Context: an optimization exercise on an open-source flow, tuned for small area. The choices shown serve that exercise and are no tape-out recipe.
The RTL was checked by simulation tests, not by an equivalence proof against the original design.
No activity file was given, so power comes from the tool's default toggle rates.

== run 1 ==
==> flow/design.v <==
module regfile_mp #(
  parameter int XLEN = 32,
  parameter int NREG = 32,
  parameter int NRD  = 2,
  localparam int AW  = $clog2(NREG)
) (
  input  logic                iClk,
  input  logic                iRstN,
  input  logic                iWriteEn,
  input  logic [AW-1:0]       iRdAddr,
  input  logic [XLEN-1:0]     iWriteData,
  input  logic                iIssueEn,
  input  logic [AW-1:0]       iIssueRd,
  input  logic [NRD-1:0]      iReadEn,
  input  logic [NRD*AW-1:0]   iRsAddr,
  output logic [NRD*XLEN-1:0] oRsData,
  output logic [NRD-1:0]      oRsBusy,
  output logic [NREG-1:0]     oBusyVec
);
  logic [XLEN-1:0] regs_reg [NREG];
  logic [NREG-1:0] busy_reg;
  logic [NREG-1:0] valid_reg;
  logic [NREG-1:0] wr_dec;
  logic [NREG-1:0] iss_dec;
  logic [NREG-1:0] rd_ok;
  always_comb begin
    for (int r = 0; r < NREG; r++) begin
      wr_dec[r]  = iWriteEn && (iRdAddr == AW'(r)) && (r != 0);
      iss_dec[r] = iIssueEn && (iIssueRd == AW'(r)) && (r != 0);
    end
  end
  always_ff @(posedge iClk) begin
    for (int r = 1; r < NREG; r++) begin
      if (wr_dec[r]) regs_reg[r] <= iWriteData;
    end
  end
  always_ff @(posedge iClk or negedge iRstN) begin
    if (!iRstN) begin
      busy_reg  <= '0;
      valid_reg <= '0;
    end else begin
      busy_reg  <= (busy_reg & ~wr_dec) | iss_dec;
      valid_reg <= valid_reg | wr_dec;
    end
  end
  assign oBusyVec = {busy_reg[NREG-1:1], 1'b0};
  assign rd_ok = valid_reg & ~wr_dec;
  genvar gi, gb;
  generate
    for (gi = 0; gi < NRD; gi++) begin : g_rd
      logic [AW-1:0]   rd_addr;
      logic            rd_hit;
      logic            byp;
      logic [NREG-1:0] dsel;
      assign rd_addr = iRsAddr[gi*AW +: AW];
      assign rd_hit  = iReadEn[gi] && (rd_addr != '0);
      assign byp     = iRstN && rd_hit && iWriteEn && (iRdAddr == rd_addr);
      always_comb begin
        for (int r = 0; r < NREG; r++) begin
          dsel[r] = iReadEn[gi] && (rd_addr == AW'(r)) && rd_ok[r];
        end
      end
      assign oRsBusy[gi] = rd_hit && (byp ? (iIssueEn && (iIssueRd == rd_addr))
                                          : busy_reg[rd_addr]);
      for (gb = 0; gb < XLEN; gb++) begin : g_bit
        logic [NREG-1:0] col;
        for (genvar r = 1; r < NREG; r++) begin : g_col
          assign col[r] = regs_reg[r][gb];
        end
        assign col[0] = iWriteData[gb];
        rf_rdbit u_bit (
          .sel ({dsel[NREG-1:1], byp}),
          .d   (col),
          .y   (oRsData[gi*XLEN + gb])
        );
      end
    end
  endgenerate
endmodule
module rf_rdbit (
  input  logic [31:0] sel,
  input  logic [31:0] d,
  output logic        y
);
  logic [9:0] p;
  for (genvar g = 0; g < 10; g++) begin : g_aoi
    rf_aoi222 u (.a1(sel[3*g]), .a2(d[3*g]), .b1(sel[3*g+1]), .b2(d[3*g+1]),
                 .c1(sel[3*g+2]), .c2(d[3*g+2]), .y(p[g]));
  end
  logic [1:0] t;
  rf_nand2 u_t0 (.a(sel[30]), .b(d[30]), .y(t[0]));
  rf_nand2 u_t1 (.a(sel[31]), .b(d[31]), .y(t[1]));
  logic [2:0] q;
  rf_nand4 u_n0 (.a(p[0]), .b(p[1]), .c(p[2]), .d(p[3]), .y(q[0]));
  rf_nand4 u_n1 (.a(p[4]), .b(p[5]), .c(p[6]), .d(p[7]), .y(q[1]));
  rf_nand4 u_n2 (.a(p[8]), .b(p[9]), .c(t[0]), .d(t[1]), .y(q[2]));
  rf_or3   u_o  (.a(q[0]), .b(q[1]), .c(q[2]), .y(y));
endmodule
module rf_aoi222 (input logic a1, a2, b1, b2, c1, c2, output logic y);
  assign y = ~((a1 & a2) | (b1 & b2) | (c1 & c2));
endmodule
module rf_nand4 (input logic a, b, c, d, output logic y);
  assign y = ~(a & b & c & d);
endmodule
module rf_nand2 (input logic a, b, output logic y);
  assign y = ~(a & b);
endmodule
module rf_or3 (input logic a, b, c, output logic y);
  assign y = a | b | c;
endmodule
Settings: LEC_CHECK=0, CAP_MARGIN=10, CORE_MARGIN=2, CORE_UTILIZATION=60, CTS_BUF_LIST=sky130_fd_sc_hd__clkbuf_4 sky130_fd_sc_hd__clkbuf_8, GPL_TIMING_DRIVEN=0, PLACE_DENSITY=0.7, SETUP_SLACK_MARGIN=0, SLEW_MARGIN=10, SYNTH_HIERARCHICAL=1; clock period 6.0 ns.
run.sh (not shown) runs the stock make flow with config.mk's settings and CLKGATE_MAP_FILE= SYNTH_SCRIPT=/design/flow/synth_recipe.tcl, a recipe that flattens the netlist after the stock synthesis.
[run 1] flow finished | final checks: failed | reasons: setup timing
Here is what was changed in the inputs of run 2 compared with run 1.
# run 1
export LEC_CHECK = 0
export CAP_MARGIN = 10
export CORE_MARGIN = 2
export CORE_UTILIZATION = 60
export CTS_BUF_LIST = sky130_fd_sc_hd__clkbuf_4 sky130_fd_sc_hd__clkbuf_8
export GPL_TIMING_DRIVEN = 0
export PLACE_DENSITY = 0.7
export SETUP_SLACK_MARGIN = 0
export SLEW_MARGIN = 10
export SYNTH_HIERARCHICAL = 1
create_clock -name core_clock -period 6.0 [get_ports {iClk}]
# run 2
export LEC_CHECK = 0
export CAP_MARGIN = 20
export CORE_MARGIN = 2
export CORE_UTILIZATION = 70
export PLACE_DENSITY = 0.8
export SETUP_SLACK_MARGIN = 0.2
export SLEW_MARGIN = 20
export SYNTH_HIERARCHICAL = 1
create_clock -name core_clock -period 6.0 [get_ports {iClk}]
==> flow/flow/run.sh (new file) <==
#!/bin/bash
set -euo pipefail
CTS="-sink_clustering_enable -repair_clock_nets -dont_use_dummy_load"
CTS="$CTS -sink_clustering_size 30 -sink_clustering_max_diameter 80"
CTS="$CTS -buf_list {sky130_fd_sc_hd__clkbuf_8 sky130_fd_sc_hd__clkbuf_16}"
bash standard.sh \
  "BUFFER_PORTS_ARGS=-buffer_cell sky130_fd_sc_hd__buf_1" \
  "CTS_ARGS=$CTS" \
  RECOVER_POWER=100 \
  finish > flow_make.log 2>&1
==> flow/standard.sh (new file) <==
#!/bin/bash
# synth_recipe.tcl (not shown) runs the flow's synth.tcl, then flattens the netlist and writes it again
# the make line also repeats each setting of config.mk as NAME=value (left out here)
make -C /OpenROAD-flow-scripts/flow DESIGN_CONFIG=/design/flow/config.mk WORK_HOME=/design/flow/orfs CLKGATE_MAP_FILE= SYNTH_SCRIPT=/design/flow/synth_recipe.tcl "${@:-finish}"
removed: flow/run.sh
==> results.txt <==
Run 2 finished all stages; layout check result: FAIL, due to capacitance limit, slew limit. Number of standard cells in the layout, taps in and fillers out (run 2 vs. run 1) decreases by more than 10%. oRsData[7] as the critical path endpoint was reported by run 2, and oRsData[26] by run 1. Changes observed in run 2 relative to run 1: post-route antenna net violation count level, clock network fraction of design power moved down. Slowest cell on the critical path = or3_1: run 1; slowest cell on the critical path = nor2_2: run 2. Changes observed in run 2 relative to run 1: ratio of cells with drive above 1 in the final layout -14 points; number of post-CTS setup repair buffers -18. Run 2: portion of total power attributed to sequential cells 12 points above run 1. Status: power in sequential cells parity (run 2, run 1). Run 1 was larger in final cell area than run 2. Diff run 1 -> run 2 | via count of the first global-routing pass | down by a few percent. Run 2 has post-place instance area below what run 1 had.
diff inputs: run 2 => run 3
# run 2
export LEC_CHECK = 0
export CAP_MARGIN = 20
export CORE_MARGIN = 2
export CORE_UTILIZATION = 70
export PLACE_DENSITY = 0.8
export SETUP_SLACK_MARGIN = 0.2
export SLEW_MARGIN = 20
export SYNTH_HIERARCHICAL = 1
create_clock -name core_clock -period 6.0 [get_ports {iClk}]
# run 3
export LEC_CHECK = 0
export CAP_MARGIN = 20
export CORE_MARGIN = 2
export CORE_UTILIZATION = 60
export PLACE_DENSITY = 0.7
export SETUP_SLACK_MARGIN = 0.2
export SLEW_MARGIN = 20
export SYNTH_HIERARCHICAL = 1
create_clock -name core_clock -period 6.0 [get_ports {iClk}]
[summary]
What the final checks of run 3 revealed, after a flow that finished every stage, was a layout that fails on capacitance limit, slew limit.
The run showing the smaller area enclosed by the die boundary is run 2.
Comparing slew of the pin with the lowest slew margin for run 2 and run 3, the bigger number came from run 3.
Diff run 2 -> run 3 | first-iteration DRC count | decrease of about 6%
Against run 2, clock-buffer cell count in run 3 rose by a few percent.
The core of run 3 is less densely filled than that of run 2.
Input changes introduced in run 4 (baseline for comparison: run 3):
# run 3
export LEC_CHECK = 0
export CAP_MARGIN = 20
export CORE_MARGIN = 2
export CORE_UTILIZATION = 60
export PLACE_DENSITY = 0.7
export SETUP_SLACK_MARGIN = 0.2
export SLEW_MARGIN = 20
export SYNTH_HIERARCHICAL = 1
create_clock -name core_clock -period 6.0 [get_ports {iClk}]
# run 4
export LEC_CHECK = 0
export CAP_MARGIN = 20
export CORE_MARGIN = 2
export CORE_UTILIZATION = 60
export CTS_BUF_LIST = sky130_fd_sc_hd__clkbuf_4 sky130_fd_sc_hd__clkbuf_8
export PLACE_DENSITY = 0.7
export SETUP_SLACK_MARGIN = 0
export SLEW_MARGIN = 20
export SYNTH_HIERARCHICAL = 1
create_clock -name core_clock -period 6.0 [get_ports {iClk}]
==> flow/run.sh (new file) <==
#!/bin/bash
# synth_recipe.tcl (not shown) runs the flow's synth.tcl, then flattens the netlist and writes it again
# the make line also repeats each setting of config.mk as NAME=value (left out here)
make -C /OpenROAD-flow-scripts/flow DESIGN_CONFIG=/design/flow/config.mk WORK_HOME=/design/flow/orfs CLKGATE_MAP_FILE= SYNTH_SCRIPT=/design/flow/synth_recipe.tcl finish
removed: flow/flow/run.sh
removed: flow/standard.sh
Run 4 ends up with a relative area change from synthesis to final layout that is 12 points higher than in run 3.
Between run 3 and run 4, the flow reports final instance area increasing by more than 10%.
Going from run 3 to run 4, detail-routed net length per standard cell fell 0.52%, clock slew at the register clock pins of the worst setup and hold paths stayed essentially flat, placer's final routability congestion estimate now sits lower, total of plain and repair buffers excluding clock buffers saw an increase.
Maximum frequency, run 3 and run 4: larger value in run 3
Run 4 vs run 3, start point of the critical path: iRsAddr[5] vs iRsAddr[9]
Compared to run 3, run 4 has global-route usage 4.3 points higher.
The layout from run 4, despite a flow that completed every stage, fails the layout checks, with the failing checks listed as setup timing.
The static leakage power in run 3 is 0.847 times that in run 4.
Min global routing usage on met1 across run 3 and run 4: run 3
The inputs of run 5 differ from those of run 4 as listed below.
# run 4
export LEC_CHECK = 0
export CAP_MARGIN = 20
export CORE_MARGIN = 2
export CORE_UTILIZATION = 60
export CTS_BUF_LIST = sky130_fd_sc_hd__clkbuf_4 sky130_fd_sc_hd__clkbuf_8
export PLACE_DENSITY = 0.7
export SETUP_SLACK_MARGIN = 0
export SLEW_MARGIN = 20
export SYNTH_HIERARCHICAL = 1
create_clock -name core_clock -period 6.0 [get_ports {iClk}]
# run 5
export LEC_CHECK = 0
export CAP_MARGIN = 20
export CORE_MARGIN = 2
export CORE_UTILIZATION = 60
export PLACE_DENSITY = 0.7
export SETUP_SLACK_MARGIN = 0.2
export SLEW_MARGIN = 20
export SYNTH_HIERARCHICAL = 1
create_clock -name core_clock -period 6.0 [get_ports {iClk}]
==> flow/flow/run.sh (new file) <==
#!/bin/bash
set -euo pipefail
CTS="-sink_clustering_enable -repair_clock_nets -dont_use_dummy_load"
CTS="$CTS -sink_clustering_size 30 -sink_clustering_max_diameter 80"
CTS="$CTS -buf_list {sky130_fd_sc_hd__clkbuf_8 sky130_fd_sc_hd__clkbuf_16}"
bash standard.sh \
  "BUFFER_PORTS_ARGS=-buffer_cell sky130_fd_sc_hd__buf_1" \
  "CTS_ARGS=$CTS" \
  finish > flow_make.log 2>&1
==> flow/standard.sh (new file) <==
#!/bin/bash
# synth_recipe.tcl (not shown) runs the flow's synth.tcl, then flattens the netlist and writes it again
# the make line also repeats each setting of config.mk as NAME=value (left out here)
make -C /OpenROAD-flow-scripts/flow DESIGN_CONFIG=/design/flow/config.mk WORK_HOME=/design/flow/orfs CLKGATE_MAP_FILE= SYNTH_SCRIPT=/design/flow/synth_recipe.tcl "${@:-finish}"
removed: flow/run.sh
Notes after the runs:
- Run 5 went all the way through the flow, and no timing, DRC or antenna check failed.
- Run 4 → run 5: maximum level of the CTS H-tree decreased by 2 relative to the old numbers; smallest hold slack went up by 0.0046 ns; upper clock frequency limit higher.
- The non-clock buffer total of the final layout in run 5 sits 131 below the value recorded for run 4.
- Comparing the two runs side by side, run 5 comes out ahead of run 4 on total detailed-routing wirelength.
- From run 4 to run 5 the numbers moved as follows: horizontal extent of the die closely matched the old numbers, worst reg-to-reg path cell count closely matched the old numbers.
- What run 5 reported for wire length of the first global-routing pass has to be multiplied by 1.09 to get the figure for run 4.
- The beginning of the critical path comes out iRsAddr[4] in one run and iRsAddr[5] in the other, namely in run 5 and run 4 respectively.


== v25 ==
regfile_mp, a different RTL version from the one above (not shown whole).
For scale: about 1100 flip-flops, ~160 I/O pins, about 41000 µm² of cells after synthesis.
clock: 6.0 ns
lec_check: 0
cap_margin: 20
core_margin: 2
core_utilization: 65
place_density: 0.75
setup_slack_margin: 0.1
slew_margin: 20
synth_hierarchical: 1
standard.sh (not shown) runs the stock make flow with config.mk's settings and CLKGATE_MAP_FILE= SYNTH_SCRIPT=/design/flow/synth_recipe.tcl, a recipe that flattens the netlist after the stock synthesis.
==> flow/flow/run.sh <==
#!/bin/bash
set -euo pipefail
CTS="-sink_clustering_enable -repair_clock_nets -dont_use_dummy_load"
CTS="$CTS -sink_clustering_size 30 -sink_clustering_max_diameter 80"
CTS="$CTS -buf_list {sky130_fd_sc_hd__clkbuf_8 sky130_fd_sc_hd__clkbuf_16}"
bash standard.sh \
  "BUFFER_PORTS_ARGS=-buffer_cell sky130_fd_sc_hd__buf_1" \
  "CTS_ARGS=$CTS" \
  finish > flow_make.log 2>&1
--- input diff v25..v3 ---
Settings: SETUP_SLACK_MARGIN: 0.1 -> 0.2; PLACE_DENSITY: 0.75 -> 0.7; CORE_UTILIZATION: 65 -> 60.
Findings:
- Sort v25 and v3 by post-layout minimum cycle time, descending, and v3 comes first.
- Largest stage delay on the critical path across v25 and v3: no real change.
- Higher number of diodes among v25 and v3: v25
- For instance area at placement, v25 and v3 come out practically identical.
- Looking at maximum frequency from static timing analysis across both flows, v3 is the weaker of the two, with v25 ahead.
- Going from v25 to v3, clock distribution area overhead in the final layout stayed essentially flat; fraction of layout cells with a size suffix above 1 shrank by 0.89 points.
- Summary of v3 over v25: flip-flop and latch share of the layout cell area has remained practically unchanged; die area saw an increase; global-route usage over all layers went down by 5.4 points.
Here is what was changed in the inputs of v22 compared with v3.
Settings: swapping 0.2 for 0.1 in SETUP_SLACK_MARGIN.
- v22 vs v3, area occupied by multi-input gates went down by 0.52%.
- Compare v3 and v22 | layout overhead on the synthesized area higher: v3
- Non-clock buffer count: v22 lower than v3
- From v3 to v22 the numbers moved as follows: total clock buffers created by CTS moved down, number of cells in the finished layout apart from fillers level, sequential share of layout area level, hold slack moved up.
- On core utilization, the lower figure sits with v22, not v3.
- | final area | v3 vs v22 | ≈ equal |

## separate check: timing with driven ports
Ports are ideal in the flow. The routed layouts listed here were re-timed in OpenROAD. Step 1 (the two cells are an assumption about what drives the block):
set clk [get_ports {iClk}]
set_driving_cell -lib_cell sky130_fd_sc_hd__clkbuf_16 $clk
set_driving_cell -lib_cell sky130_fd_sc_hd__buf_2 [delete_from_list [all_inputs] $clk]
Step 2 adds t to the input delays and takes it off the output delays; t is the mean of the earliest and latest rising clock arrival at the registers after step 1. Input paths then give back, and output paths get back, about the clock's delay inside the block. Three values: no drivers, after step 1, after step 2; two values: the first two.
run | shift t [ns] | setup WS [ns] | cell pins on the clock port's net
run 1 | 0.891 | -0.043 / -0.072 / -0.072 | 1
run 2 | 0.688 | 0.121 / 0.097 / 0.097 | 1
run 3 | 0.680 | 0.169 / 0.144 / 0.144 | 1
run 4 | 0.879 | -0.066 / -0.099 / -0.099 | 1
run 5 | 0.681 | 0.246 / 0.220 / 0.220 | 1
v25 | 0.718 | 0.366 / 0.345 / 0.345 | 1
v3 | 0.702 | 0.163 / 0.130 / 0.130 | 1
v22 | 0.718 | 0.251 / 0.228 / 0.228 | 1
